Context: an optimization exercise on an open-source flow, tuned for a short achievable clock period and few clock cycles. The choices shown serve that exercise and are no tape-out recipe. In this exercise RTL edits were held to simulation tests only and were not proved equivalent to the original. No run shown here takes its clock network from TritonCTS; it comes from the design's own scripts or RTL. No driver is modelled on the clock port, so clock power and skew are understated where the tree is cut down; a real chip needs a root buffer or a tree. Power figures rest on the tool's default switching activity, not on a simulated workload.

==> design.v <==
package console_geom_pkg;
  localparam int LINE_WIDTH   = 16;   
  localparam int SCREEN_LINES = 4;    
  localparam int FONT_ROWS    = 2;    
  localparam int BUF_LINES    = 16;
  localparam int COL_BITS     = 4;
  localparam int LINE_BITS    = 4;
  localparam int ADDR_BITS    = 8;    
  localparam int MAX_TAB      = 7;    
  localparam int SLOTS        = SCREEN_LINES;
  typedef logic [LINE_BITS-1:0] line_idx_t;   
  typedef logic [COL_BITS-1:0]  col_idx_t;    
  typedef struct packed {
    line_idx_t line;
    col_idx_t  col;
  } line_col_t;
  typedef union packed {
    logic [ADDR_BITS-1:0] flat;
    line_col_t            lc;
  } buf_addr_u;
endpackage
package console_code_pkg;
  localparam logic [7:0] BS_CODE    = 8'h08;   
  localparam logic [7:0] HT_CODE    = 8'h09;   
  localparam logic [7:0] LF_CODE    = 8'h0A;   
  localparam logic [7:0] CR_CODE    = 8'h0D;   
  localparam logic [7:0] DEL_CODE   = 8'h7F;   
  localparam logic [7:0] CTRL_LIMIT = 8'd32;   
  localparam logic [7:0] BLANK_CHAR = 8'h00;   
  typedef enum logic [2:0] {
    op_print,
    op_backspace,
    op_newline,     
    op_tab
  } write_op_e;
  typedef struct packed {
    write_op_e  op;
    logic [7:0] ch;
  } write_cmd_t;
endpackage
`timescale 1ns/1ns
module char_decoder (
  input  logic       clk,
  input  logic       rst,
  input  logic       i_char_stb,
  input  logic [7:0] i_char,
  input  logic       i_alt_func_en,   
  input  logic [2:0] i_tab_count,
  input  logic       i_clear_screen_stb,
  output logic       o_wr_char_rdy,
  output logic       o_print,         
  output logic       o_bs,
  output logic       o_tab,
  output logic       o_nl,
  output logic [7:0] o_ch,
  output logic [7:0] o_tab_oh,        
  output logic [6:0] o_tab_th,        
  output logic       o_clr            
);
  logic take;
  logic is_bs, is_ht, is_nl, is_ctrl;
  assign o_wr_char_rdy = 1'b1;
  assign take          = i_char_stb && !rst;
  assign is_bs   = (i_char == console_code_pkg::BS_CODE);
  assign is_ht   = (i_char == console_code_pkg::HT_CODE);
  assign is_nl   = (i_char == console_code_pkg::LF_CODE) || (i_char == console_code_pkg::CR_CODE);
  assign is_ctrl = (i_char < console_code_pkg::CTRL_LIMIT) || (i_char == console_code_pkg::DEL_CODE);
  always_ff @(posedge clk) begin
    o_print <= take && (i_alt_func_en || !is_ctrl);
    o_bs    <= take && !i_alt_func_en && is_bs;
    o_tab   <= take && !i_alt_func_en && is_ht;
    o_nl    <= take && !i_alt_func_en && is_nl;
    o_clr   <= rst || i_clear_screen_stb;
    o_ch    <= i_char;
    for (int k = 0; k < 8; k++) begin
      o_tab_oh[k] <= (i_tab_count == 3'(k));
    end
    for (int k = 0; k < 7; k++) begin
      o_tab_th[k] <= (i_tab_count > 3'(k));
    end
  end
endmodule
`timescale 1ns/1ns
module cursor_writer (
  input  logic        clk,
  input  logic        i_print,
  input  logic        i_bs,
  input  logic        i_tab,
  input  logic        i_nl,
  input  logic [7:0]  i_tab_oh,
  input  logic [6:0]  i_tab_th,
  input  logic        i_clr,
  output logic [3:0]  o_line_oh,    
  output logic [3:0]  o_wrap_oh,    
  output logic [15:0] o_print_col,  
  output logic [15:0] o_blank_col,  
  output logic        o_clr,        
  output logic [7:0]  o_ch,
  output logic [3:0]  o_top_oh,     
  output logic [3:0]  o_top_nxt,    
  input  logic [7:0]  i_ch
);
  localparam int W = console_geom_pkg::LINE_WIDTH;
  localparam int S = console_geom_pkg::SLOTS;
  logic [S-1:0] line_oh;
  logic [W-1:0] col_oh;    
  logic [W-1:0] col_ge;    
  logic [S-1:0] top_oh;
  logic [1:0]   moves;     
  logic [W-1:0] tab_mask;
  logic [W-1:0] bs_col;
  logic [W-1:0] tab_col;   
  logic [W-1:0] bs_ge;
  logic [W-1:0] tab_ge;
  logic [S-1:0] nxt_oh;
  logic         wrap;
  always_comb begin
    for (int c = 0; c < W; c++) begin
      tab_mask[c] = 1'b0;
      tab_col[c]  = 1'b0;
      tab_ge[c]   = 1'b0;
      for (int k = 0; k < 7; k++) begin
        if (c - k >= 0) tab_mask[c] = tab_mask[c] | (col_oh[c-k] & i_tab_th[k]);
      end
      for (int k = 0; k < 8; k++) begin
        if (c - k >= 0) begin
          tab_col[c] = tab_col[c] | (col_oh[c-k] & i_tab_oh[k]);
          tab_ge[c]  = tab_ge[c]  | (col_ge[c-k] & i_tab_oh[k]);
        end
      end
      bs_col[c] = (c == W - 1) ? 1'b0 : col_oh[c+1];
      bs_ge[c]  = (c == W - 1) ? 1'b1 : col_ge[c+1];
    end
    bs_col[0] = col_oh[1] | col_oh[0];
  end
  assign wrap   = (i_print && col_oh[W-1]) || (i_tab && tab_mask[W-1]) || i_nl;
  assign nxt_oh = {line_oh[S-2:0], line_oh[S-1]};
  assign o_top_oh  = top_oh;
  assign o_top_nxt = i_clr ? S'(1) :
                     (wrap && (moves == 2'd3)) ? {top_oh[S-2:0], top_oh[S-1]} : top_oh;
  always_ff @(posedge clk) begin
    o_clr       <= i_clr;
    o_ch        <= i_ch;
    o_line_oh   <= line_oh;
    o_wrap_oh   <= wrap ? nxt_oh : '0;
    o_print_col <= i_print ? col_oh : '0;
    o_blank_col <= (i_bs  ? bs_col   : '0) |
                   (i_tab ? tab_mask : '0) |
                   (i_nl  ? col_ge   : '0);
  end
  always_ff @(posedge clk) begin
    top_oh <= o_top_nxt;
    if (i_clr) begin
      line_oh <= S'(1);
      col_oh  <= W'(1);
      col_ge  <= '1;
      moves   <= '0;
    end else begin
      if (wrap) begin
        line_oh <= nxt_oh;
        col_oh  <= W'(1);
        col_ge  <= '1;
        if (moves != 2'd3) begin
          moves <= moves + 2'd1;
        end
      end else if (i_print) begin
        col_oh <= {col_oh[W-2:0], 1'b0};
        col_ge <= {col_ge[W-2:0], 1'b0};
      end else if (i_bs) begin
        col_oh <= bs_col;
        col_ge <= bs_ge;
      end else if (i_tab) begin
        col_oh <= tab_col;
        col_ge <= tab_ge;
      end
    end
  end
endmodule
`timescale 1ns/1ns
module char_ram (
  input  logic         clk,
  input  logic         i_clr,         
  input  logic [3:0]   i_line_oh,
  input  logic [3:0]   i_wrap_oh,     
  input  logic [15:0]  i_print_col,
  input  logic [15:0]  i_blank_col,
  input  logic [7:0]   i_ch,
  input  logic [3:0]   i_rot_oh,      
  output logic [31:0]  o_col0,        
  output logic [31:0]  o_col1,        
  input  logic [3:0]   i_byp_oh,
  output logic [7:0]   o_byp          
);
  localparam int W = console_geom_pkg::LINE_WIDTH;
  localparam int S = console_geom_pkg::SLOTS;
  logic [127:0] mem   [S];
  logic [127:0] mem_d [S];
  always_comb begin
    for (int l = 0; l < S; l++) begin
      for (int c = 0; c < W; c++) begin
        if (i_clr || i_wrap_oh[l] || (i_line_oh[l] && i_blank_col[c])) begin
          mem_d[l][8*c +: 8] = console_code_pkg::BLANK_CHAR;
        end else if (i_line_oh[l] && i_print_col[c]) begin
          mem_d[l][8*c +: 8] = i_ch;
        end else if (i_rot_oh[l]) begin
          mem_d[l][8*c +: 8] = mem[l][8*((c+1)%W) +: 8];
        end else begin
          mem_d[l][8*c +: 8] = mem[l][8*c +: 8];
        end
      end
    end
  end
  always_ff @(posedge clk) begin
    for (int l = 0; l < S; l++) begin
      mem[l] <= mem_d[l];
    end
  end
  always_comb begin
    o_byp = '0;
    for (int l = 0; l < S; l++) begin
      o_col0[8*l +: 8] = mem[l][7:0];
      o_col1[8*l +: 8] = mem[l][15:8];
      o_byp = o_byp | (i_byp_oh[l] ? mem_d[l][7:0] : '0);
    end
  end
endmodule
`timescale 1ns/1ns
module frame_reader (
  input  logic         clk,
  input  logic         rst,
  input  logic         i_read_frame_stb,
  input  logic         i_char_req_en,
  input  logic [3:0]   i_top_oh,     
  input  logic [3:0]   i_top_nxt,    
  input  logic [31:0]  i_col0,
  input  logic [31:0]  i_col1,
  input  logic [7:0]   i_byp,        
  output logic [3:0]   o_rot_oh,
  output logic         o_char_rdy,
  output logic [7:0]   o_char
);
  localparam int S = console_geom_pkg::SLOTS;
  logic         act;       
  logic         first;     
  logic         req_q;     
  logic [7:0]   p;         
  logic         b_end;     
  logic [S-1:0] cur_oh;    
  logic [S-1:0] nxt_oh;
  logic [S-1:0] cur_nxt;
  logic [7:0]   cur0, cur1, nxt0;
  assign nxt_oh   = {cur_oh[S-2:0], cur_oh[S-1]};
  assign cur_nxt  = (i_read_frame_stb || !act) ? i_top_nxt :
                    (o_char_rdy && b_end) ? nxt_oh : cur_oh;
  always_comb begin
    cur0 = '0;
    cur1 = '0;
    nxt0 = '0;
    for (int l = 0; l < S; l++) begin
      cur0 = cur0 | (cur_oh[l] ? i_col0[8*l +: 8] : '0);
      cur1 = cur1 | (cur_oh[l] ? i_col1[8*l +: 8] : '0);
      nxt0 = nxt0 | (nxt_oh[l] ? i_col0[8*l +: 8] : '0);
    end
  end
  always_ff @(posedge clk) begin
    if (rst) begin
      act        <= 1'b0;
      first      <= 1'b0;
      o_char_rdy <= 1'b0;
      o_rot_oh   <= '0;
    end else begin
      o_char_rdy <= act && i_char_req_en;
      o_rot_oh   <= (act && i_char_req_en) ? cur_nxt : '0;
      first      <= i_read_frame_stb;
      if (i_read_frame_stb) begin
        act <= 1'b1;
      end else if (act && i_char_req_en && (p == 8'd127)) begin
        act <= 1'b0;
      end
    end
  end
  always_ff @(posedge clk) begin
    req_q <= i_char_req_en;
    if (i_read_frame_stb) begin
      p <= '0;
    end else if (i_char_req_en) begin
      p <= p + 8'd1;
    end
    b_end <= !i_read_frame_stb && (p[4:0] == 5'd31);
    if (first) begin
      o_char <= i_byp;
    end else if (req_q) begin
      o_char <= b_end ? nxt0 : cur1;
    end else begin
      o_char <= cur0;
    end
    cur_oh <= cur_nxt;
  end
endmodule
`timescale 1ns/1ns
module console_buffer (
  input  logic       clk,
  input  logic       rst,
  input  logic       i_char_stb,
  input  logic [7:0] i_char,
  input  logic       i_alt_func_en,
  input  logic [2:0] i_tab_count,
  input  logic       i_clear_screen_stb,
  output logic       o_wr_char_rdy,
  input  logic       i_read_frame_stb,
  input  logic       i_char_req_en,
  output logic       o_char_rdy,
  output logic [7:0] o_char
);
  logic         print, bs, tab, nl, clr, clr_w;
  logic [7:0]   ch, ch_w, byp;
  logic [7:0]   tab_oh;
  logic [6:0]   tab_th;
  logic [15:0]  print_col, blank_col;
  logic [3:0]   line_oh, wrap_oh, top_oh, top_nxt, rot_oh;
  logic [31:0]  col0, col1;
  char_decoder u_char_decoder (
    .clk(clk), .rst(rst),
    .i_char_stb(i_char_stb), .i_char(i_char), .i_alt_func_en(i_alt_func_en),
    .i_tab_count(i_tab_count), .i_clear_screen_stb(i_clear_screen_stb),
    .o_wr_char_rdy(o_wr_char_rdy),
    .o_print(print), .o_bs(bs), .o_tab(tab), .o_nl(nl), .o_ch(ch),
    .o_tab_oh(tab_oh), .o_tab_th(tab_th), .o_clr(clr)
  );
  cursor_writer u_cursor_writer (
    .clk(clk),
    .i_print(print), .i_bs(bs), .i_tab(tab), .i_nl(nl),
    .i_tab_oh(tab_oh), .i_tab_th(tab_th), .i_clr(clr),
    .o_line_oh(line_oh), .o_wrap_oh(wrap_oh), .o_print_col(print_col),
    .o_blank_col(blank_col), .o_clr(clr_w), .o_ch(ch_w),
    .o_top_oh(top_oh), .o_top_nxt(top_nxt), .i_ch(ch)
  );
  char_ram u_char_ram (
    .clk(clk), .i_clr(clr_w),
    .i_line_oh(line_oh), .i_wrap_oh(wrap_oh), .i_print_col(print_col),
    .i_blank_col(blank_col), .i_ch(ch_w),
    .i_rot_oh(rot_oh), .o_col0(col0), .o_col1(col1), .i_byp_oh(top_oh), .o_byp(byp)
  );
  frame_reader u_frame_reader (
    .clk(clk), .rst(rst),
    .i_read_frame_stb(i_read_frame_stb), .i_char_req_en(i_char_req_en),
    .i_top_oh(top_oh), .i_top_nxt(top_nxt), .i_col0(col0), .i_col1(col1), .i_byp(byp),
    .o_rot_oh(rot_oh), .o_char_rdy(o_char_rdy), .o_char(o_char)
  );
endmodule
==> flow/run.sh <==
#!/bin/bash
# The standard layout, with the clock tree replaced after CTS by a two-level one (flow/post_cts.tcl).
# make's output goes to standard.log; each ORFS step keeps its own log under orfs/logs.
set -euo pipefail
here=$(pwd)
export POST_CTS_TCL="$here/flow/post_cts.tcl"
bash standard.sh > "$here/standard.log" 2>&1
==> flow/post_cts.tcl <==
# Replace the clock tree that CTS made with a two-level tree: the clock port drives
# NROOT root buffers, each at the centre of a group of leaf buffers; each leaf buffer
# sits at the centre of a compact group of at most LEAF_MAX clock sinks. Groups come from
# recursive halving along x and y, so every sink sees the same two buffers from the port.
set blk      [ord::get_db_block]
set db       [ord::get_db]
set nroot 4
set leaf_max 24
set leaf_cell sky130_fd_sc_hd__clkbuf_16
set root_cell sky130_fd_sc_hd__clkbuf_16
set port_net [[$blk findBTerm clk] getNet]

proc is_clk_cell {inst} {
  set n [$inst getName]
  return [expr {[string match "clkbuf_*" $n] || [string match "clkload*" $n]}]
}

# Walk the tree from the port: clock buffers and dummy loads go, everything else is a sink
set sinks {}
set dead_insts {}
set dead_nets {}
set todo [list $port_net]
while {[llength $todo]} {
  set net [lindex $todo 0]
  set todo [lrange $todo 1 end]
  foreach it [$net getITerms] {
    if {[$it isOutputSignal]} { continue }
    set inst [$it getInst]
    if {[is_clk_cell $inst]} {
      lappend dead_insts $inst
      foreach ot [$inst getITerms] {
        if {[$ot isOutputSignal] && [$ot getNet] ne "NULL"} {
          lappend todo [$ot getNet]
          lappend dead_nets [$ot getNet]
        }
      }
    } else {
      lappend sinks $it
    }
  }
}
puts "post_cts: [llength $sinks] sinks, removing [llength $dead_insts] clock cells"
foreach it $sinks { $it disconnect }
foreach inst $dead_insts {
  foreach it [$inst getITerms] { if {[$it getNet] ne "NULL"} { $it disconnect } }
  odb::dbInst_destroy $inst
}
foreach net [lsort -unique $dead_nets] { odb::dbNet_destroy $net }

proc item_xy {it} {
  if {[catch {set xy [$it getAvgXY]}] || [lindex $xy 0] == 0} {
    set b [[$it getInst] getBBox]
    return [list [expr {([$b xMin] + [$b xMax]) / 2}] [expr {([$b yMin] + [$b yMax]) / 2}]]
  }
  return [lrange $xy 1 2]
}

# Split items (each {x y obj}) into 2^k groups of at most max items, halving along the longer side
proc split_groups {items max} {
  if {[llength $items] <= $max} { return [list $items] }
  set xs {}; set ys {}
  foreach i $items { lappend xs [lindex $i 0]; lappend ys [lindex $i 1] }
  set xs [lsort -integer $xs]; set ys [lsort -integer $ys]
  set axis [expr {([lindex $xs end] - [lindex $xs 0]) >= ([lindex $ys end] - [lindex $ys 0]) ? 0 : 1}]
  set sorted [lsort -integer -index $axis $items]
  set h [expr {[llength $sorted] / 2}]
  return [concat [split_groups [lrange $sorted 0 [expr {$h - 1}]] $max] \
                 [split_groups [lrange $sorted $h end] $max]]
}

proc centre {items} {
  set sx 0; set sy 0
  foreach i $items { set sx [expr {$sx + [lindex $i 0]}]; set sy [expr {$sy + [lindex $i 1]}] }
  set n [llength $items]
  return [list [expr {$sx / $n}] [expr {$sy / $n}]]
}

proc add_buf {blk master name xy in_net} {
  set inst [odb::dbInst_create $blk $master $name]
  $inst setLocation [lindex $xy 0] [lindex $xy 1]
  $inst setPlacementStatus PLACED
  set net [odb::dbNet_create $blk "${name}_net"]
  $net setSigType CLOCK
  [$inst findITerm A] connect $in_net
  [$inst findITerm X] connect $net
  return [list $inst $net]
}

set items {}
foreach it $sinks { lappend items [concat [item_xy $it] [list $it]] }
set leaf_groups [split_groups $items $leaf_max]
set leaf_items {}
set k 0
foreach g $leaf_groups { lappend leaf_items [concat [centre $g] [list $g]] }
set root_groups [split_groups $leaf_items [expr {int(ceil([llength $leaf_items] / double($nroot)))}]]
puts "post_cts: [llength $leaf_groups] leaf buffers in [llength $root_groups] root groups"

set lm [$db findMaster $leaf_cell]
set rm [$db findMaster $root_cell]
set r 0
set l 0
foreach rg $root_groups {
  lassign [add_buf $blk $rm "clkbuf_root_$r" [centre $rg] $port_net] rinst rnet
  foreach li $rg {
    lassign [add_buf $blk $lm "clkbuf_leaf_$l" [lrange $li 0 1] $rnet] linst lnet
    foreach s [lindex $li 2] { [lindex $s 2] connect $lnet }
    incr l
  }
  incr r
}
$port_net setSigType CLOCK

# Legalise the new buffers, then repair timing on the new tree as CTS did on its own
detailed_placement
estimate_parasitics -placement
repair_timing_helper
detailed_placement
check_placement -verbose
==> standard.sh <==
#!/bin/bash
# synth_recipe.tcl (not shown) runs the flow's synth.tcl, then flattens the netlist and writes it again
# the make line also repeats each setting of config.mk as NAME=value (left out here)
make -C /OpenROAD-flow-scripts/flow DESIGN_CONFIG=/design/flow/config.mk WORK_HOME=/design/flow/orfs CLKGATE_MAP_FILE= SYNTH_SCRIPT=/design/flow/synth_recipe.tcl "${@:-finish}"
==> config.mk <==
export PLATFORM = sky130hd
export DESIGN_NAME = console_buffer
export DESIGN_NICKNAME = console_buffer
export VERILOG_FILES = /design/flow/design.v
export SDC_FILE = /design/flow/constraint.sdc
export NUM_CORES = 4
export LEC_CHECK = 0
export ABC_CLOCK_PERIOD_IN_PS = 1500
export CAP_MARGIN = 20
export CORE_MARGIN = 2
export CORE_UTILIZATION = 40
export SETUP_SLACK_MARGIN = 3.3
export SLEW_MARGIN = 20
export SYNTH_MEMORY_MAX_BITS = 4096
export TNS_END_PERCENT = 100
==> constraint.sdc <==
create_clock -name core_clock -period 5.0 [get_ports {clk}]
set_input_delay 1.0000 -clock core_clock [delete_from_list [all_inputs] [get_ports {clk}]]
set_output_delay 1.0000 -clock core_clock [all_outputs]
set_load 0.01 [all_outputs]
==> flow_summary.rst, run 1 <==
.. list-table::
   :header-rows: 1

   * - Metric
     - Value
   * - Port Buf Inserts
     - 26
   * - Crit path buffers/inverters
     - 1
   * - FMAX
     - 528.8 MHz
   * - Delay-heaviest family, CP
     - flip-flops
   * - Cell variety after synth
     - 65
   * - Clock slew seen by the registers of the worst setup and hold paths
     - 90 ps
   * - Count of final setup violators
     - 0
   * - Avg Synthesized Cell Area
     - 9.151 sq um
   * - Worst min-delay path class
     - reg -> reg
   * - Flop and latch count out of synthesis
     - 660
   * - Share of the synthesized area in the top cell type
     - 43.61%
   * - Worst setup EP type
     - output pin
   * - Static Leakage
     - 10.23 nW
   * - Commonest non-fill, non-tap cell in the layout
     - sky130_fd_sc_hd__dfxtp_1
   * - Total global routing overflow
     - 0
   * - Fraction of layout cells with a size suffix above 1
     - 10.64%
   * - Finished Cell Area
     - 0.03359 sq mm
   * - Slew of the pin with the lowest slew margin
     - 832.1 ps
   * - Via density per instance
     - 6.184
   * - Internal power
     - 6.740 mW
   * - Combinational cell fraction of total power
     - 5.6%
   * - Maximum single-stage delay on the critical path
     - 400 ps
   * - Number of nets in the synthesized netlist
     - 3332
   * - Starting DRT DRC Count
     - 3188
   * - Global-route wire length before repair
     - 153000 um
   * - Clock network fraction of total power
     - 33.5%
   * - Crit share post-route
     - 37.82%
   * - Cell Area, Synth
     - 0.03030 sq mm
   * - IO Pins
     - 28
   * - Largest area contributor in the synthesized netlist
     - sky130_fd_sc_hd__dfxtp_1
   * - Switching share of power
     - 23.99%
   * - Last weighted congestion value of the routability-driven placer
     - 0.9301
   * - RSZ-0062 raised after global routing
     - true
   * - Routed wire length
     - 102700 um
   * - Worst path cell trace
     - buf_6
   * - Cell count after synthesis
     - 3311
   * - Cell area power density
     - 264.0 mW/mm^2
   * - Worst clock skew
     - 22.01 ps
   * - Post-synth top flop
     - sky130_fd_sc_hd__dfxtp_1
   * - Pin count of the biggest net entering global routing
     - 76
   * - First-pass DRT Iterations
     - 14
   * - Number of flops mapped to enable cells by yosys
     - 0
   * - Summed negative setup slack over all endpoints
     - 0 ps
   * - Fin. Hold Viols
     - 0
   * - Tot Pwr
     - 8.867 mW
   * - Max-capacitance violation count
     - 0
   * - Clock latency at the later pin of the worst-skew pair
     - 390 ps
   * - Core footprint
     - 0.07470 sq mm
   * - Num Clock Sinks
     - 660
   * - Overall via count from detail_route
     - 25.53k
   * - Area of the die
     - 0.07796 sq mm
   * - Horizontal extent of the die
     - 279.2 um
   * - Largest vdd supply drop
     - 0.2186 mV
   * - Rows
     - 100
   * - Die height
     - 279.2 um
   * - Min Tclk post-route
     - 1891 ps
   * - Required time of the critical path
     - 4000 ps
   * - Initial cell density of the core
     - 40.56%
   * - Growth of design area from synthesis to finish
     - 10.87%
   * - Antenna Nets Post-Route
     - 0
   * - Max-slew headroom
     - 44.45%
   * - Highest net fanout along the worst path
     - 1
   * - Net Sw Power
     - 2.128 mW
   * - Proportion of synthesized flip-flops having asynchronous set or reset
     - 0%
   * - Critical-path top delay cell
     - sky130_fd_sc_hd__dfxtp_4
   * - Number of global-route vias before repair
     - 23.52k
   * - Detailed placer's ending HPWL
     - 58300 um
   * - Routed WL per cell
     - 24.86 um
   * - GRT Total Usage
     - 25.19%
   * - Ys Warns
     - 6
   * - CP startpoint kind
     - register
   * - CP arrival
     - 890 ps
   * - Run status
     - timing/DRC/antenna clean
   * - Number of antenna violations at the first check in global routing
     - 5
   * - Sequential share of power
     - 60.9%
   * - Final layout net count
     - 3182
   * - Slew Limit Fails
     - 0
   * - Number of remaining DRC errors
     - 0
   * - Cell types occupying the most area after synthesis
     - sky130_fd_sc_hd__dfxtp_1 (44%), sky130_fd_sc_hd__mux2i_1 (17%), sky130_fd_sc_hd__a211oi_1 (12%), sky130_fd_sc_hd__nor2_1 (6.4%), sky130_fd_sc_hd__a22oi_1 (3.2%)
   * - Register area share after synthesis
     - 43.61%
   * - Worst setup path class
     - reg -> out
   * - Placement-stage cell area
     - 0.03080 sq mm
   * - Leading cell types in the layout, fill and taps excluded
     - sky130_fd_sc_hd__dfxtp_1 (585), sky130_fd_sc_hd__mux2i_1 (518), sky130_fd_sc_hd__nor2_1 (514), sky130_fd_sc_hd__a211oi_1 (489), sky130_fd_sc_hd__nand2_1 (204)
[final cells by class]
type	count	area, sq um
fill	7037	41100
multi-input combinational	2309	16280
sequential	660	13400
timing repair buffer	126	1680
tap	969	1212
buffer	36	900.9
inverter	28	116.4
antenna	1	2.502
[worst paths after layout]
path	from	cells after the start	end	slack [ps]
max	u_frame_reader.o_char[6]	1	o_char[6]	3110
min	u_char_decoder.o_ch[2]	0	u_cursor_writer.o_ch[2]	330
max reg2reg	u_char_decoder.o_nl	3	u_cursor_writer.col_ge[4]	3280
min reg2reg	u_char_decoder.o_ch[2]	0	u_cursor_writer.o_ch[2]	330
[power by group through the flow]
| stage | registers (mW) | clock network, mW | logic (mW) |
|---|---|---|---|
| 5_1_grt | 5.41 | 3.20 | 0.522 |
| 6_report | 5.40 | 2.97 | 0.493 |
| 2_1_floorplan | 5.43 | 0 | 0.308 |
| 3_5_place_dp | 5.56 | 0 | 0.340 |
| 3_3_place_gp | 5.56 | 0 | 0.340 |
[sequential cells by signal, indices dropped and copies added (netlist names), 7 cells and up]
name,flops
u_frame_reader.p,8
u_cursor_writer.o_print_col,16
u_char_ram.mem,512
u_char_decoder.o_ch,8
u_char_decoder.o_tab_oh,8
u_frame_reader.o_char,8
u_cursor_writer.o_blank_col,16
u_cursor_writer.o_ch,8
u_char_decoder.o_tab_th,7
u_cursor_writer.col_ge,16
u_cursor_writer.col_oh,16
[cell usage after synthesis (12+ instances only)]
cell type	number
sky130_fd_sc_hd__nor2_1	520
sky130_fd_sc_hd__a211oi_1	501
sky130_fd_sc_hd__clkbuf_1	248
sky130_fd_sc_hd__inv_1	27
sky130_fd_sc_hd__mux2i_1	518
sky130_fd_sc_hd__a31oi_1	12
sky130_fd_sc_hd__buf_1	40
sky130_fd_sc_hd__and2_1	31
sky130_fd_sc_hd__nand2_1	231
sky130_fd_sc_hd__a222oi_1	39
sky130_fd_sc_hd__buf_2	23
sky130_fd_sc_hd__o21ai_0	30
sky130_fd_sc_hd__a22oi_1	130
sky130_fd_sc_hd__a21oi_1	47
sky130_fd_sc_hd__a221oi_1	13
sky130_fd_sc_hd__dfxtp_1	660
sky130_fd_sc_hd__nand3_1	40
[per-stage QoR]
stage	std cells	setup WS, ps	hold WS, ps	util, %
floorplan	3311	3138	309.6	-
global placement	4013	2233	309.9	41.22
detailed placement	4013	2178	311.8	41.23
global route	4128	3098	336.8	44.97
finish	4129	3109	325.9	44.97
[logic make-up after synthesis]
| group | after synthesis | share of synthesized area (%) |
|---|---|---|
| other | 1 | 0.01238 |
| buffers and inverters | 343 | 4.410 |
| AO/OA/AOI/OAI | 891 | 22.28 |
| multiplexers | 519 | 17.15 |
| flip-flops | 660 | 43.61 |
| adder cells (fa/ha/maj) | 3 | 0.1239 |
| AND/OR/NAND/NOR | 888 | 12.24 |
| XOR/XNOR | 6 | 0.1734 |
[per-layer routing]
metal / up-vias / track usage (%) / wire, um
met1: 12229 / 37.07 / 46230
met4: 4 / 9.071 / 4016
met5: - / 0 / 27
met3: 200 / 3.682 / 9009
met2: 1162 / 37.12 / 43370
li1: 11939 / - / -
Testbench counts, summed over its fixed seeds: cycles 30,826.
==> run 2: changes to the inputs <==
--- a/flow/post_cts.tcl
+++ b/flow/post_cts.tcl
@@ -11,2 +11,18 @@
 set port_net [[$blk findBTerm clk] getNet]
+
+# Registers that drive an output port through its port buffer go next to that buffer,
+# so the register-to-port path has no long wire (detailed placement legalises them)
+foreach bt [$blk getBTerms] {
+  if {[$bt getIoType] ne "OUTPUT"} { continue }
+  set pbuf ""
+  foreach it [[$bt getNet] getITerms] { if {[$it isOutputSignal]} { set pbuf [$it getInst] } }
+  if {$pbuf eq "" || [$pbuf findITerm A] eq "NULL" || [[$pbuf findITerm A] getNet] eq "NULL"} { continue }
+  foreach it [[[$pbuf findITerm A] getNet] getITerms] {
+    if {[$it isOutputSignal] && [[[$it getInst] getMaster] isSequential]} {
+      lassign [$pbuf getLocation] bx by
+      [$it getInst] setLocation $bx $by
+      puts "post_cts: [[$it getInst] getName] moved next to [$pbuf getName]"
+    }
+  }
+}
 
--- a/config.mk
+++ b/config.mk
@@ -10,3 +10,3 @@
 export CORE_MARGIN = 2
-export CORE_UTILIZATION = 40
+export CORE_UTILIZATION = 55
 export SETUP_SLACK_MARGIN = 3.3
==> run 2 against run 1 <==
  * Still clean
  * Synthesized cell count stayed put
  * First-iteration DRC count shrank 15%
  * Clock power about the same
  * Cell area is 0.99% higher
  * Clock skew grew 2.3 ps
  * Fmax increased by 2.8%
  * Sequential power is essentially flat
  * Sequential cell count did not move
  * Die area fell by 27%
  * Area after synthesis stayed put
  * Cell count down 5.4%
  * Via count is 1.8% higher
  * Largest cell class unchanged
  * Largest power group unchanged
==> flow_summary.rst, run 2 <==
.. list-table::
   :header-rows: 1

   * - Metric
     - Value
   * - Cell types occupying the most area after synthesis
     - sky130_fd_sc_hd__dfxtp_1 (44%), sky130_fd_sc_hd__mux2i_1 (17%), sky130_fd_sc_hd__a211oi_1 (12%), sky130_fd_sc_hd__nor2_1 (6.4%), sky130_fd_sc_hd__a22oi_1 (3.2%)
   * - IO Pins
     - 28
   * - Number of global-route vias before repair
     - 24.52k
   * - Cell count after synthesis
     - 3311
   * - Max-capacitance violation count
     - 0
   * - Fraction of layout cells with a size suffix above 1
     - 12.96%
   * - Number of cells traversed by the worst hold path
     - 0
   * - Finished Cell Area
     - 0.03393 sq mm
   * - Detailed placer's ending HPWL
     - 58530 um
   * - Port Buf Inserts
     - 26
   * - Cell area power density
     - 261.9 mW/mm^2
   * - End point of the most critical hold path
     - u_cursor_writer.o_ch[3]
   * - Slew of the pin with the lowest slew margin
     - 970.5 ps
   * - Total global routing overflow
     - 0
   * - Post-synth top flop
     - sky130_fd_sc_hd__dfxtp_1
   * - Inst Count DP
     - 3752
   * - GRT Total Usage
     - 34.91%
   * - Delay-heaviest family, CP
     - flip-flops
   * - RSZ-0062 raised after global routing
     - true
   * - Most repeated cell in the gate-level netlist after synthesis
     - sky130_fd_sc_hd__dfxtp_1
   * - Min Tclk post-route
     - 1839 ps
   * - Fin. Hold Viols
     - 0
   * - Horizontal extent of the die
     - 238.7 um
   * - Cell variety after synth
     - 65
   * - Crit path buffers/inverters
     - 1
   * - Antenna Nets Post-Route
     - 0
   * - Run status
     - timing/DRC/antenna clean
   * - Core footprint
     - 0.05477 sq mm
   * - Global-route wire length before repair
     - 153400 um
   * - Cell Area, Synth
     - 0.03030 sq mm
   * - Starting DRT DRC Count
     - 2712
   * - Via density per instance
     - 6.650
   * - Commonest non-fill, non-tap cell in the layout
     - sky130_fd_sc_hd__dfxtp_1
   * - CP arrival
     - 840 ps
   * - Pin count of the biggest net entering global routing
     - 73
   * - CP startpoint kind
     - register
   * - Number of non-filler instances in the completed layout
     - 3908
   * - Capture instance of the worst register-to-register path
     - u_cursor_writer.col_ge[4]
   * - Static Leakage
     - 10.60 nW
   * - Worst path cell trace
     - buf_6
   * - Flop and latch count out of synthesis
     - 660
   * - Placement-stage cell area
     - 0.03051 sq mm
   * - Routed WL per cell
     - 26.08 um
   * - Ys Warns
     - 6
   * - Max-slew headroom
     - 35.21%
   * - Worst clock skew
     - 24.31 ps
   * - Final hold slack
     - 323.8 ps
   * - Clock slew seen by the registers of the worst setup and hold paths
     - 80 ps
   * - Largest vdd supply drop
     - 0.2782 mV
   * - Highest net fanout along the worst path
     - 1
   * - Summed negative setup slack over all endpoints
     - 0 ps
   * - Worst setup EP type
     - output pin
   * - Crit share post-route
     - 36.78%
   * - Last weighted congestion value of the routability-driven placer
     - 0.9538
   * - Register-to-Register Setup Slack
     - 3190 ps
   * - Slew Limit Fails
     - 0
   * - Number of antenna violations at the first check in global routing
     - 1
   * - Register area share after synthesis
     - 43.61%
   * - First-pass DRT Iterations
     - 14
   * - Leading cell types in the layout, fill and taps excluded
     - sky130_fd_sc_hd__dfxtp_1 (589), sky130_fd_sc_hd__mux2i_1 (514), sky130_fd_sc_hd__nor2_1 (513), sky130_fd_sc_hd__a211oi_1 (489), sky130_fd_sc_hd__nand2_1 (197)
   * - Worst setup slack after layout
     - 3161 ps
   * - Routed wire length
     - 101900 um
   * - Tot Pwr
     - 8.887 mW
   * - Hold path startpoint
     - u_char_decoder.o_ch[3]
   * - Worst min-delay path class
     - reg -> reg
   * - Worst Reg2Reg Path Length in Cells
     - 6
   * - Number of nets in the synthesized netlist
     - 3332
   * - Place WS
     - 2098 ps
   * - Avg Synthesized Cell Area
     - 9.151 sq um
   * - Proportion of synthesized flip-flops having asynchronous set or reset
     - 0%
   * - Clock latency at the later pin of the worst-skew pair
     - 390 ps
   * - Share of the synthesized area in the top cell type
     - 43.61%
   * - Number of remaining DRC errors
     - 0
   * - Rows
     - 86
   * - Largest area contributor in the synthesized netlist
     - sky130_fd_sc_hd__dfxtp_1
   * - Largest reg by FF count
     - u_char_ram.mem
   * - Overall via count from detail_route
     - 25.99k
   * - Number of flip-flops under the largest register name
     - 512
   * - Post-route core utilization
     - 61.95%
   * - Required time of the critical path
     - 4000 ps
   * - Initial cell density of the core
     - 55.32%
   * - Area of the die
     - 0.05698 sq mm
   * - Die height
     - 238.7 um
   * - Count of final setup violators
     - 0
   * - Num Clock Sinks
     - 660
   * - Worst setup path class
     - reg -> out
   * - Growth of design area from synthesis to finish
     - 11.98%
   * - Number of flops mapped to enable cells by yosys
     - 0
   * - Maximum single-stage delay on the critical path
     - 350 ps
   * - Launching point of the worst reg2reg path
     - u_cursor_writer.col_oh[10]
   * - Critical-path top delay cell
     - sky130_fd_sc_hd__dfxtp_4
   * - FMAX
     - 543.8 MHz
   * - Most common library cells after synthesis
     - sky130_fd_sc_hd__dfxtp_1 (660), sky130_fd_sc_hd__nor2_1 (520), sky130_fd_sc_hd__mux2i_1 (518)
   * - Final layout net count
     - 3225
-- run 2: cell counts after synthesis --
Identical to the previous run, type by type.
-- run 2: per-layer routing --
metal | vias to the layer above | global-route usage [%] | routed length, um
li1 | 12051 | - | -
met1 | 12583 | 48.16 | 43910
met2 | 1124 | 54.29 | 45270
met3 | 227 | 5.231 | 7654
met4 | 2 | 15.30 | 5064
met5 | - | 0 | 17
-- run 2: final cells by class --
type                       instances  area, sq um
antenna                            2        5.005
timing repair buffer             169         2142
multi-input combinational       2309        16510
sequential                       660        13380
inverter                          28        116.4
fill                            4605        20840
tap                              704        880.8
buffer                            36        900.9
-- run 2: how the worst max path moves through the flow --
stage	from	end	depth (start not counted)
after floorplan	u_cursor_writer.col_oh[13]	u_cursor_writer.col_ge[7]	6
final	u_frame_reader.o_char[6]	o_char[6]	1
after global placement	u_char_decoder.o_tab_th[1]	u_cursor_writer.col_ge[15]	4
after global routing	u_cursor_writer.col_oh[10]	u_frame_reader.cur_oh[3]	8
after detailed placement	u_char_decoder.o_tab_th[1]	u_cursor_writer.col_ge[15]	4
-- run 2: where the power goes --
| part | total [mW] | internal, mW | switching (mW) |
|---|---|---|---|
| Combinational | 0.525 | 0.182 | 0.342 |
| Clock | 2.98 | 1.29 | 1.69 |
| Sequential | 5.38 | 5.28 | 0.104 |
-- run 2: cell families (layout without fill, tap and decap cells) --
family	Yosys count	count (layout)	synth area share (%)
buffers and inverters	343	233	4.410
AOI/OAI and AO/OA	891	891	22.28
muxes	519	519	17.15
DFF	660	660	43.61
and+or+nand+nor	888	889	12.24
adders and majority gates	3	3	0.1239
xor gates and xnor gates	6	6	0.1734
other	1	3	0.01238
-- run 2: worst register-to-register path: cells and delay by family, from the launching register on --
family	cells	cell delay [ps]
AO/OA/AOI/OAI	3	870
flip-flops	1	350
buffers and inverters	2	320
AND/OR/NAND/NOR	1	170
==> run 3: changes to the inputs <==
--- a/config.mk
+++ b/config.mk
@@ -10,3 +10,3 @@
 export CORE_MARGIN = 2
-export CORE_UTILIZATION = 55
+export CORE_UTILIZATION = 40
 export SETUP_SLACK_MARGIN = 3.3
==> run 3 against run 2 <==
  * Still clean on timing, DRC and antenna
  * Clock power about the same
  * Sequential share of layout area fell by 0.39 points
  * Combinational power grew 7.0%
  * Area after synthesis unchanged
  * Critical path depth increased by 5
==> flow_summary.rst, run 3 <==
.. list-table::
   :header-rows: 1

   * - Metric
     - Value
   * - Number of nets in the synthesized netlist
     - 3332
   * - Overall via count from detail_route
     - 25.75k
   * - Port Buf Inserts
     - 26
   * - Run status
     - timing/DRC/antenna clean
   * - CP startpoint kind
     - register
   * - Number of antenna violations at the first check in global routing
     - 5
   * - Pin count of the biggest net entering global routing
     - 76
   * - Proportion of synthesized flip-flops having asynchronous set or reset
     - 0%
   * - Antenna Nets Post-Route
     - 0
   * - Min Tclk post-route
     - 1870 ps
   * - Worst min-delay path class
     - reg -> reg
   * - Max-slew headroom
     - 22.94%
   * - Worst Reg2Reg Path Length in Cells
     - 6
   * - Number of flip-flops under the largest register name
     - 512
   * - Core footprint
     - 0.07470 sq mm
   * - Critical-path top delay cell
     - sky130_fd_sc_hd__a211o_4
   * - Ys Warns
     - 6
   * - Post-route core utilization
     - 46.01%
   * - Number of global-route vias before repair
     - 23.75k
   * - Total global routing overflow
     - 0
   * - Maximum single-stage delay on the critical path
     - 430 ps
   * - Largest area contributor in the synthesized netlist
     - sky130_fd_sc_hd__dfxtp_1
   * - Leading cell types in the layout, fill and taps excluded
     - sky130_fd_sc_hd__dfxtp_1 (582), sky130_fd_sc_hd__mux2i_1 (515), sky130_fd_sc_hd__nor2_1 (513), sky130_fd_sc_hd__a211oi_1 (487), sky130_fd_sc_hd__nand2_1 (182)
   * - Number of flops mapped to enable cells by yosys
     - 0
   * - Final layout net count
     - 3225
   * - Final hold slack
     - 325.9 ps
   * - Commonest non-fill, non-tap cell in the layout
     - sky130_fd_sc_hd__dfxtp_1
   * - Growth of design area from synthesis to finish
     - 13.43%
   * - Starting DRT DRC Count
     - 3472
   * - Largest reg by FF count
     - u_char_ram.mem
   * - Num Clock Sinks
     - 660
   * - Area of the die
     - 0.07796 sq mm
   * - Cell Area, Synth
     - 0.03030 sq mm
   * - Rows
     - 100
   * - End point of the most critical hold path
     - u_cursor_writer.o_ch[2]
   * - Worst clock skew
     - 22.81 ps
   * - Routed WL per cell
     - 24.96 um
   * - FMAX
     - 534.8 MHz
   * - Worst setup EP type
     - register
   * - First-pass DRT Iterations
     - 9
   * - Fraction of layout cells with a size suffix above 1
     - 13.15%
   * - Launching point of the worst reg2reg path
     - u_cursor_writer.o_line_oh[1]
   * - Worst path cell trace
     - buf_12 -> a211o_4 -> buf_4 -> a211oi_4 -> a32oi_2 -> a41oi_4
   * - Cell types occupying the most area after synthesis
     - sky130_fd_sc_hd__dfxtp_1 (44%), sky130_fd_sc_hd__mux2i_1 (17%), sky130_fd_sc_hd__a211oi_1 (12%), sky130_fd_sc_hd__nor2_1 (6.4%), sky130_fd_sc_hd__a22oi_1 (3.2%)
   * - Worst setup slack after layout
     - 3130 ps
   * - Slew Limit Fails
     - 0
   * - Highest net fanout along the worst path
     - 7
   * - Number of cells traversed by the worst hold path
     - 0
   * - Most common library cells after synthesis
     - sky130_fd_sc_hd__dfxtp_1 (660), sky130_fd_sc_hd__nor2_1 (520), sky130_fd_sc_hd__mux2i_1 (518)
   * - Hold path startpoint
     - u_char_decoder.o_ch[2]
   * - Initial cell density of the core
     - 40.56%
   * - Count of final setup violators
     - 0
   * - Cell variety after synth
     - 65
   * - Last weighted congestion value of the routability-driven placer
     - 0.9301
   * - Crit share post-route
     - 37.40%
   * - Largest vdd supply drop
     - 0.2168 mV
   * - CP arrival
     - 2130 ps
   * - Worst setup path class
     - reg -> reg
   * - Cell count after synthesis
     - 3311
   * - Summed negative setup slack over all endpoints
     - 0 ps
   * - Global-route wire length before repair
     - 155100 um
   * - Avg Synthesized Cell Area
     - 9.151 sq um
   * - Fin. Hold Viols
     - 0
   * - Via density per instance
     - 6.170
   * - Flop and latch count out of synthesis
     - 660
   * - Register area share after synthesis
     - 43.61%
   * - Cell area power density
     - 259.2 mW/mm^2
   * - Register-to-Register Setup Slack
     - 3130 ps
   * - Clock slew seen by the registers of the worst setup and hold paths
     - 80 ps
   * - Number of remaining DRC errors
     - 0
   * - Clock latency at the later pin of the worst-skew pair
     - 390 ps
   * - RSZ-0062 raised after global routing
     - true
   * - Post-synth top flop
     - sky130_fd_sc_hd__dfxtp_1
   * - Crit. Startpoint
     - u_cursor_writer.o_line_oh[1]
   * - GRT Total Usage
     - 25.64%
   * - Max-capacitance violation count
     - 0
   * - Most repeated cell in the gate-level netlist after synthesis
     - sky130_fd_sc_hd__dfxtp_1
   * - Horizontal extent of the die
     - 279.2 um
   * - Share of the synthesized area in the top cell type
     - 43.61%
   * - Detailed placer's ending HPWL
     - 58300 um
   * - Required time of the critical path
     - 5260 ps
   * - Static Leakage
     - 10.59 nW
   * - Die height
     - 279.2 um
   * - Place WS
     - 2178 ps
   * - Tot Pwr
     - 8.907 mW
   * - IO Pins
     - 28
   * - Routed wire length
     - 104100 um
   * - Slew of the pin with the lowest slew margin
     - 1154 ps
   * - Capture instance of the worst register-to-register path
     - u_frame_reader.o_char[0]
## run 3: cell count changes in the layout (fill, tap and decap cells not counted), sizes merged
| cell | before | now |
|---|---|---|
| dlymetal6s2s | 3 | 2 |
| clkbuf | 38 | 41 |
| buf | 145 | 146 |
| clkdlybuf4s15 | 2 | 1 |
| clkdlybuf4s50 | 1 | 2 |
| dlygate4sd2 | 7 | 8 |
| bufbuf | 9 | 5 |
## run 3: metal layers
| metal | vias to the layer above | global-route usage, % | routed length [um] |
|---|---|---|---|
| li1 | 12009 | - | - |
| met1 | 12326 | 37.26 | 46280 |
| met2 | 1182 | 37.80 | 44210 |
| met3 | 224 | 4.468 | 9515 |
| met4 | 6 | 9.291 | 4100 |
| met5 | - | 0 | 37 |
## run 3: cell families after synthesis
group	Yosys count	synth area share, %
compound gates	891	22.28
xor+xnor	6	0.1734
fa+ha+maj	3	0.1239
buf+inv	343	4.410
flops	660	43.61
mux	519	17.15
other cells	1	0.01238
simple gates	888	12.24
## run 3: metrics by stage
step                      instance area [sq um]  instances
final                                     34370       4173
after global routing                      34360       4171
after detailed placement                  30800       4013
after global placement                    30790       4013
after floorplan                           30330       3311
## run 3: area by class of cell
| class | instances | area, sq um |
|---|---|---|
| fillers | 6985 | 40330 |
| multi-input cells | 2309 | 16600 |
| flip-flops and latches | 660 | 13420 |
| repair buffers | 169 | 2116 |
| well taps | 969 | 1212 |
| plain buffers | 36 | 900.9 |
| inverters | 28 | 116.4 |
| diodes | 2 | 5.005 |
## run 3: worst max path at each step
stage | end | cells after the start
final | u_frame_reader.o_char[0] | 6
after global routing | o_char_rdy | 1
after detailed placement | u_cursor_writer.col_ge[15] | 4
after global placement | u_cursor_writer.col_ge[15] | 4
after floorplan | u_cursor_writer.col_ge[7] | 6
## run 3: critical path, delay by kind of cell (launching register included)
family | cells | cell delay [ps]
compound gates | 4 | 1080
buf+inv | 2 | 300
flops | 1 | 360
## run 3: report_power, final
part           total, mW  internal, mW  switching [mW]
combinational      0.562         0.195           0.367
sequential          5.37          5.27           0.100
clock               2.97          1.29            1.68
total               8.91          6.76            2.15
==> run 4: changes to the inputs <==
--- a/design.v
+++ b/design.v
@@ -99,3 +99,2 @@
   output logic [3:0]  o_top_oh,     
-  output logic [3:0]  o_top_nxt,    
   input  logic [7:0]  i_ch
@@ -106,5 +105,5 @@
   logic [W-1:0] col_oh;    
-  logic [W-1:0] col_ge;    
   logic [S-1:0] top_oh;
   logic [1:0]   moves;     
+  logic [W-1:0] col_ge;    
   logic [W-1:0] tab_mask;
@@ -112,4 +111,2 @@
   logic [W-1:0] tab_col;   
-  logic [W-1:0] bs_ge;
-  logic [W-1:0] tab_ge;
   logic [S-1:0] nxt_oh;
@@ -118,5 +115,5 @@
     for (int c = 0; c < W; c++) begin
+      col_ge[c]   = (c == 0) ? col_oh[0] : (col_ge[c-1] | col_oh[c]);
       tab_mask[c] = 1'b0;
       tab_col[c]  = 1'b0;
-      tab_ge[c]   = 1'b0;
       for (int k = 0; k < 7; k++) begin
@@ -125,9 +122,5 @@
       for (int k = 0; k < 8; k++) begin
-        if (c - k >= 0) begin
-          tab_col[c] = tab_col[c] | (col_oh[c-k] & i_tab_oh[k]);
-          tab_ge[c]  = tab_ge[c]  | (col_ge[c-k] & i_tab_oh[k]);
-        end
+        if (c - k >= 0) tab_col[c] = tab_col[c] | (col_oh[c-k] & i_tab_oh[k]);
       end
       bs_col[c] = (c == W - 1) ? 1'b0 : col_oh[c+1];
-      bs_ge[c]  = (c == W - 1) ? 1'b1 : col_ge[c+1];
     end
@@ -137,5 +130,3 @@
   assign nxt_oh = {line_oh[S-2:0], line_oh[S-1]};
-  assign o_top_oh  = top_oh;
-  assign o_top_nxt = i_clr ? S'(1) :
-                     (wrap && (moves == 2'd3)) ? {top_oh[S-2:0], top_oh[S-1]} : top_oh;
+  assign o_top_oh = top_oh;
   always_ff @(posedge clk) begin
@@ -151,3 +142,2 @@
   always_ff @(posedge clk) begin
-    top_oh <= o_top_nxt;
     if (i_clr) begin
@@ -155,3 +145,3 @@
       col_oh  <= W'(1);
-      col_ge  <= '1;
+      top_oh  <= S'(1);
       moves   <= '0;
@@ -161,4 +151,5 @@
         col_oh  <= W'(1);
-        col_ge  <= '1;
-        if (moves != 2'd3) begin
+        if (moves == 2'd3) begin
+          top_oh <= {top_oh[S-2:0], top_oh[S-1]};
+        end else begin
           moves <= moves + 2'd1;
@@ -167,9 +158,6 @@
         col_oh <= {col_oh[W-2:0], 1'b0};
-        col_ge <= {col_ge[W-2:0], 1'b0};
       end else if (i_bs) begin
         col_oh <= bs_col;
-        col_ge <= bs_ge;
       end else if (i_tab) begin
         col_oh <= tab_col;
-        col_ge <= tab_ge;
       end
@@ -233,3 +221,2 @@
   input  logic [3:0]   i_top_oh,     
-  input  logic [3:0]   i_top_nxt,    
   input  logic [31:0]  i_col0,
@@ -252,4 +239,3 @@
   assign nxt_oh   = {cur_oh[S-2:0], cur_oh[S-1]};
-  assign cur_nxt  = (i_read_frame_stb || !act) ? i_top_nxt :
-                    (o_char_rdy && b_end) ? nxt_oh : cur_oh;
+  assign cur_nxt  = first ? i_top_oh : (o_char_rdy && b_end) ? nxt_oh : cur_oh;
   always_comb begin
@@ -319,3 +305,3 @@
   logic [15:0]  print_col, blank_col;
-  logic [3:0]   line_oh, wrap_oh, top_oh, top_nxt, rot_oh;
+  logic [3:0]   line_oh, wrap_oh, top_oh, rot_oh;
   logic [31:0]  col0, col1;
@@ -335,3 +321,3 @@
     .o_blank_col(blank_col), .o_clr(clr_w), .o_ch(ch_w),
-    .o_top_oh(top_oh), .o_top_nxt(top_nxt), .i_ch(ch)
+    .o_top_oh(top_oh), .i_ch(ch)
   );
@@ -346,3 +332,3 @@
     .i_read_frame_stb(i_read_frame_stb), .i_char_req_en(i_char_req_en),
-    .i_top_oh(top_oh), .i_top_nxt(top_nxt), .i_col0(col0), .i_col1(col1), .i_byp(byp),
+    .i_top_oh(top_oh), .i_col0(col0), .i_col1(col1), .i_byp(byp),
     .o_rot_oh(rot_oh), .o_char_rdy(o_char_rdy), .o_char(o_char)
==> flow/run.sh (replaced) <==
#!/bin/bash
# The standard layout, with the clock tree replaced after CTS by a two-level inverter tree (flow/post_cts.tcl).
# make's output goes to standard.log; each ORFS step keeps its own log under orfs/logs.
set -euo pipefail
here=$(pwd)
export POST_CTS_TCL="$here/flow/post_cts.tcl"
bash standard.sh > "$here/standard.log" 2>&1
--- a/flow/post_cts.tcl
+++ b/flow/post_cts.tcl
@@ -1,5 +1,6 @@
-# Replace the clock tree that CTS made with a two-level tree: the clock port drives
-# NROOT root buffers, each at the centre of a group of leaf buffers; each leaf buffer
-# sits at the centre of a compact group of at most LEAF_MAX clock sinks. Groups come from
-# recursive halving along x and y, so every sink sees the same two buffers from the port.
+# Replace the clock tree that CTS made with a two-level tree of inverters: the clock
+# port drives NROOT root inverters, each at the centre of a group of leaf inverters; each
+# leaf inverter sits at the centre of a compact group of at most LEAF_MAX clock sinks.
+# Groups come from recursive halving along x and y, so every sink sees the same two
+# inverters from the port, and so the clock's own polarity.
 set blk      [ord::get_db_block]
@@ -7,5 +8,5 @@
 set nroot 4
-set leaf_max 24
-set leaf_cell sky130_fd_sc_hd__clkbuf_16
-set root_cell sky130_fd_sc_hd__clkbuf_16
+set leaf_max 48
+set leaf_cell sky130_fd_sc_hd__clkinv_16
+set root_cell sky130_fd_sc_hd__clkinv_16
 set port_net [[$blk findBTerm clk] getNet]
@@ -100,3 +101,3 @@
   [$inst findITerm A] connect $in_net
-  [$inst findITerm X] connect $net
+  foreach it [$inst getITerms] { if {[$it isOutputSignal]} { $it connect $net } }
   return [list $inst $net]
@@ -118,5 +119,5 @@
 foreach rg $root_groups {
-  lassign [add_buf $blk $rm "clkbuf_root_$r" [centre $rg] $port_net] rinst rnet
+  lassign [add_buf $blk $rm "clkinv_root_$r" [centre $rg] $port_net] rinst rnet
   foreach li $rg {
-    lassign [add_buf $blk $lm "clkbuf_leaf_$l" [lrange $li 0 1] $rnet] linst lnet
+    lassign [add_buf $blk $lm "clkinv_leaf_$l" [lrange $li 0 1] $rnet] linst lnet
     foreach s [lindex $li 2] { [lindex $s 2] connect $lnet }
--- a/config.mk
+++ b/config.mk
@@ -10,4 +10,4 @@
 export CORE_MARGIN = 2
-export CORE_UTILIZATION = 40
-export SETUP_SLACK_MARGIN = 3.3
+export CORE_UTILIZATION = 55
+export SETUP_SLACK_MARGIN = 3.4
 export SLEW_MARGIN = 20
==> run 4 against run 3 <==
  * Global-route usage is 9.6 points higher
  * Worst hold slack better by 3.5 ps
  * Cell count is 10% lower
  * Critical path depth is 2 lower
  * First-iteration DRC count is 22% lower
  * Combinational power is 12% lower
  * Cell area is 5.3% lower
==> flow_summary.rst, run 4 <==
.. list-table::
   :header-rows: 1

   * - Metric
     - Value
   * - Cell Area, Synth
     - 0.02908 sq mm
   * - Ys Warns
     - 6
   * - Initial cell density of the core
     - 55.45%
   * - Worst setup slack after layout
     - 3076 ps
   * - Number of remaining DRC errors
     - 0
   * - Core footprint
     - 0.05245 sq mm
   * - Switching share of power
     - 28.39%
   * - Max-slew headroom
     - 44.20%
   * - Worst setup path class
     - reg -> reg
   * - Largest area contributor in the synthesized netlist
     - sky130_fd_sc_hd__dfxtp_1
   * - Register-to-Register Setup Slack
     - 3080 ps
   * - Count of final setup violators
     - 0
   * - Clock slew seen by the registers of the worst setup and hold paths
     - 90 ps
   * - Max-capacitance violation count
     - 0
   * - Register area share after synthesis
     - 44.33%
   * - Required time of the critical path
     - 5150 ps
   * - Most repeated cell in the gate-level netlist after synthesis
     - sky130_fd_sc_hd__dfxtp_1
   * - Share of the synthesized area in the top cell type
     - 44.33%
   * - Summed negative setup slack over all endpoints
     - 0 ps
   * - CP startpoint kind
     - register
   * - Cell count after synthesis
     - 3155
   * - Last weighted congestion value of the routability-driven placer
     - 0.9421
   * - Place WS
     - 2347 ps
   * - Clock network fraction of total power
     - 27.0%
   * - Cell variety after synth
     - 60
   * - Growth of design area from synthesis to finish
     - 11.94%
   * - Crit share post-route
     - 38.49%
   * - Die height
     - 234.0 um
   * - Largest reg by FF count
     - u_char_ram.mem
   * - Slew Limit Fails
     - 0
   * - Tot Pwr
     - 7.868 mW
   * - Total global routing overflow
     - 0
   * - Number of flops mapped to enable cells by yosys
     - 0
   * - Number of antenna violations at the first check in global routing
     - 7
   * - Final hold slack
     - 329.4 ps
   * - Number of global-route vias before repair
     - 22.91k
   * - Via density per instance
     - 6.545
   * - Starting DRT DRC Count
     - 2714
   * - Static Leakage
     - 9.950 nW
   * - FMAX
     - 519.7 MHz
   * - Internal power
     - 5.634 mW
   * - Clock latency at the later pin of the worst-skew pair
     - 260 ps
   * - Routed WL per cell
     - 26.18 um
   * - Slew of the pin with the lowest slew margin
     - 835.9 ps
   * - Antenna Nets Post-Route
     - 0
   * - Sequential share of power
     - 66.6%
   * - IO Pins
     - 28
   * - Combinational cell fraction of total power
     - 6.3%
   * - Commonest non-fill, non-tap cell in the layout
     - sky130_fd_sc_hd__dfxtp_1
   * - Final layout net count
     - 3082
   * - Num Clock Sinks
     - 644
   * - Leading cell types in the layout, fill and taps excluded
     - sky130_fd_sc_hd__dfxtp_1 (575), sky130_fd_sc_hd__mux2i_1 (520), sky130_fd_sc_hd__nor2_1 (507), sky130_fd_sc_hd__a211oi_1 (487), sky130_fd_sc_hd__nand2_1 (167)
   * - GRT Total Usage
     - 35.29%
   * - Number of flip-flops under the largest register name
     - 512
   * - First-pass DRT Iterations
     - 9
   * - Min Tclk post-route
     - 1924 ps
   * - Avg Synthesized Cell Area
     - 9.218 sq um
   * - Fin. Hold Viols
     - 0
   * - Largest vdd supply drop
     - 0.2433 mV
   * - Detailed placer's ending HPWL
     - 54180 um
   * - Flop and latch count out of synthesis
     - 644
   * - Proportion of synthesized flip-flops having asynchronous set or reset
     - 0%
   * - CP arrival
     - 2070 ps
   * - Global-route wire length before repair
     - 146200 um
   * - RSZ-0062 raised after global routing
     - true
   * - Area of the die
     - 0.05473 sq mm
   * - Number of filler cells placed in the layout
     - 4296
   * - Net Sw Power
     - 2.233 mW
   * - Highest net fanout along the worst path
     - 5
   * - Pin count of the biggest net entering global routing
     - 67
   * - Most common library cells after synthesis
     - sky130_fd_sc_hd__dfxtp_1 (644), sky130_fd_sc_hd__mux2i_1 (522), sky130_fd_sc_hd__nor2_1 (514)
   * - Port Buf Inserts
     - 26
   * - Overall via count from detail_route
     - 24.54k
   * - Run status
     - timing/DRC/antenna clean
   * - Cell area power density
     - 241.7 mW/mm^2
   * - Worst setup EP type
     - register
   * - Routed wire length
     - 98190 um
   * - Rows
     - 84
   * - Worst min-delay path class
     - reg -> reg
   * - Post-synth top flop
     - sky130_fd_sc_hd__dfxtp_1
   * - Cell types occupying the most area after synthesis
     - sky130_fd_sc_hd__dfxtp_1 (44%), sky130_fd_sc_hd__mux2i_1 (18%), sky130_fd_sc_hd__a211oi_1 (13%), sky130_fd_sc_hd__nor2_1 (6.6%), sky130_fd_sc_hd__nand2_1 (3.0%)
   * - Number of nets in the synthesized netlist
     - 3176
   * - Fraction of layout cells with a size suffix above 1
     - 13.89%
   * - Horizontal extent of the die
     - 234.0 um
   * - Worst clock skew
     - 30.40 ps
==> run 4: area by class of cell <==
type | count | area, sq um | area share [%]
Timing Repair Buffer | 165 | 2023 | 6.215
Multi-Input combinational cell | 2211 | 15920 | 48.89
Inverter | 39 | 675.6 | 2.075
Sequential cell | 644 | 13070 | 40.15
Tap cell | 688 | 860.8 | 2.644
Antenna cell | 3 | 7.507 | 0.02306
==> run 4: logic make-up after synthesis <==
family          synth area share [%]
compound gates                 20.16
xor+xnor                      0.1205
fa+ha+maj                     0.1291
buf+inv                        4.134
flops                          44.33
mux                            18.16
other cells                  0.01289
simple gates                   12.95
==> run 4: worst max-delay path: stages, from the launching register on <==
cell	delay, ps
sky130_fd_sc_hd__dfxtp_4	360
sky130_fd_sc_hd__or4_4	540
sky130_fd_sc_hd__or3b_4	430
sky130_fd_sc_hd__o31a_1	250
sky130_fd_sc_hd__a221o_1	250
==> run 4: layer usage <==
metal,part of all wire (%),track usage [%],wire length (um)
met4,5.5,16.53,5417
met1,43,48.01,41830
met5,0.025,0,25
met3,8.1,6.773,7974
met2,44,54.07,42940
==> run 4: path summary, 6_finish.rpt <==
path                                     end  depth (start not counted)                      start
min reg2reg          u_cursor_writer.o_ch[7]                          0     u_char_decoder.o_ch[7]
min                  u_cursor_writer.o_ch[7]                          0     u_char_decoder.o_ch[7]
max reg2reg  u_cursor_writer.o_blank_col[10]                          4  u_cursor_writer.col_oh[0]
max          u_cursor_writer.o_blank_col[10]                          4  u_cursor_writer.col_oh[0]
==> run 4: per-stage QoR <==
stage | utilization, % | cell area, sq um | cells
6_report | 62.07 | 32560 | 3750
5_1_grt | 62.06 | 32550 | 3747
3_5_place_dp | 55.96 | 29350 | 3607
3_3_place_gp | 55.95 | 29340 | 3607
2_1_floorplan | - | 29230 | 3155
==> run 4: power by group through the flow <==
| stage | Sequential, mW | Combinational [mW] | Clock [mW] |
|---|---|---|---|
| after detailed placement | 5.42 | 0.267 | 0 |
| after floorplan | 5.29 | 0.260 | 0 |
| after global placement | 5.42 | 0.263 | 0 |
| after global routing | 5.25 | 0.517 | 2.36 |
| final | 5.24 | 0.497 | 2.13 |
Testbench counts of run 4, summed over its fixed seeds: cycles 30,826.

## re-timing with driven ports
The results above use ideal ports. As a check the final layouts listed here were re-extracted and re-timed, cells and wires unchanged.
Step 1, drivers: a clkbuf_16 drives clk and a buf_2 each remaining input, both assumed.
Step 2 times the ports against the registers' clock, not the clock port: input delays grow and output delays shrink by t, the midpoint of the rising clock arrivals with the driver on.
a / b / c = ideal / step 1 / step 2; a / b = the first two.
run | t (ns) | slack for setup (ns) | worst setup path after step 2 | worst register clock-pin slew, ns
run 1 | 0.515 | 3.109 / 2.975 / 2.960 | input to register | 0.09 / 0.09
run 2 | 0.514 | 3.161 / 3.028 / 2.904 | input to register | 0.10 / 0.10
run 3 | 0.518 | 3.130 / 3.016 / 2.981 | input to register | 0.09 / 0.09
run 4 | 0.506 | 3.076 / 3.028 / 2.841 | input to register | 0.11 / 0.11
After both steps every run listed still meets setup and hold. The setup slack of run 2, which loses most, moves by -0.133 ns with the drivers and by -0.257 ns with both steps.
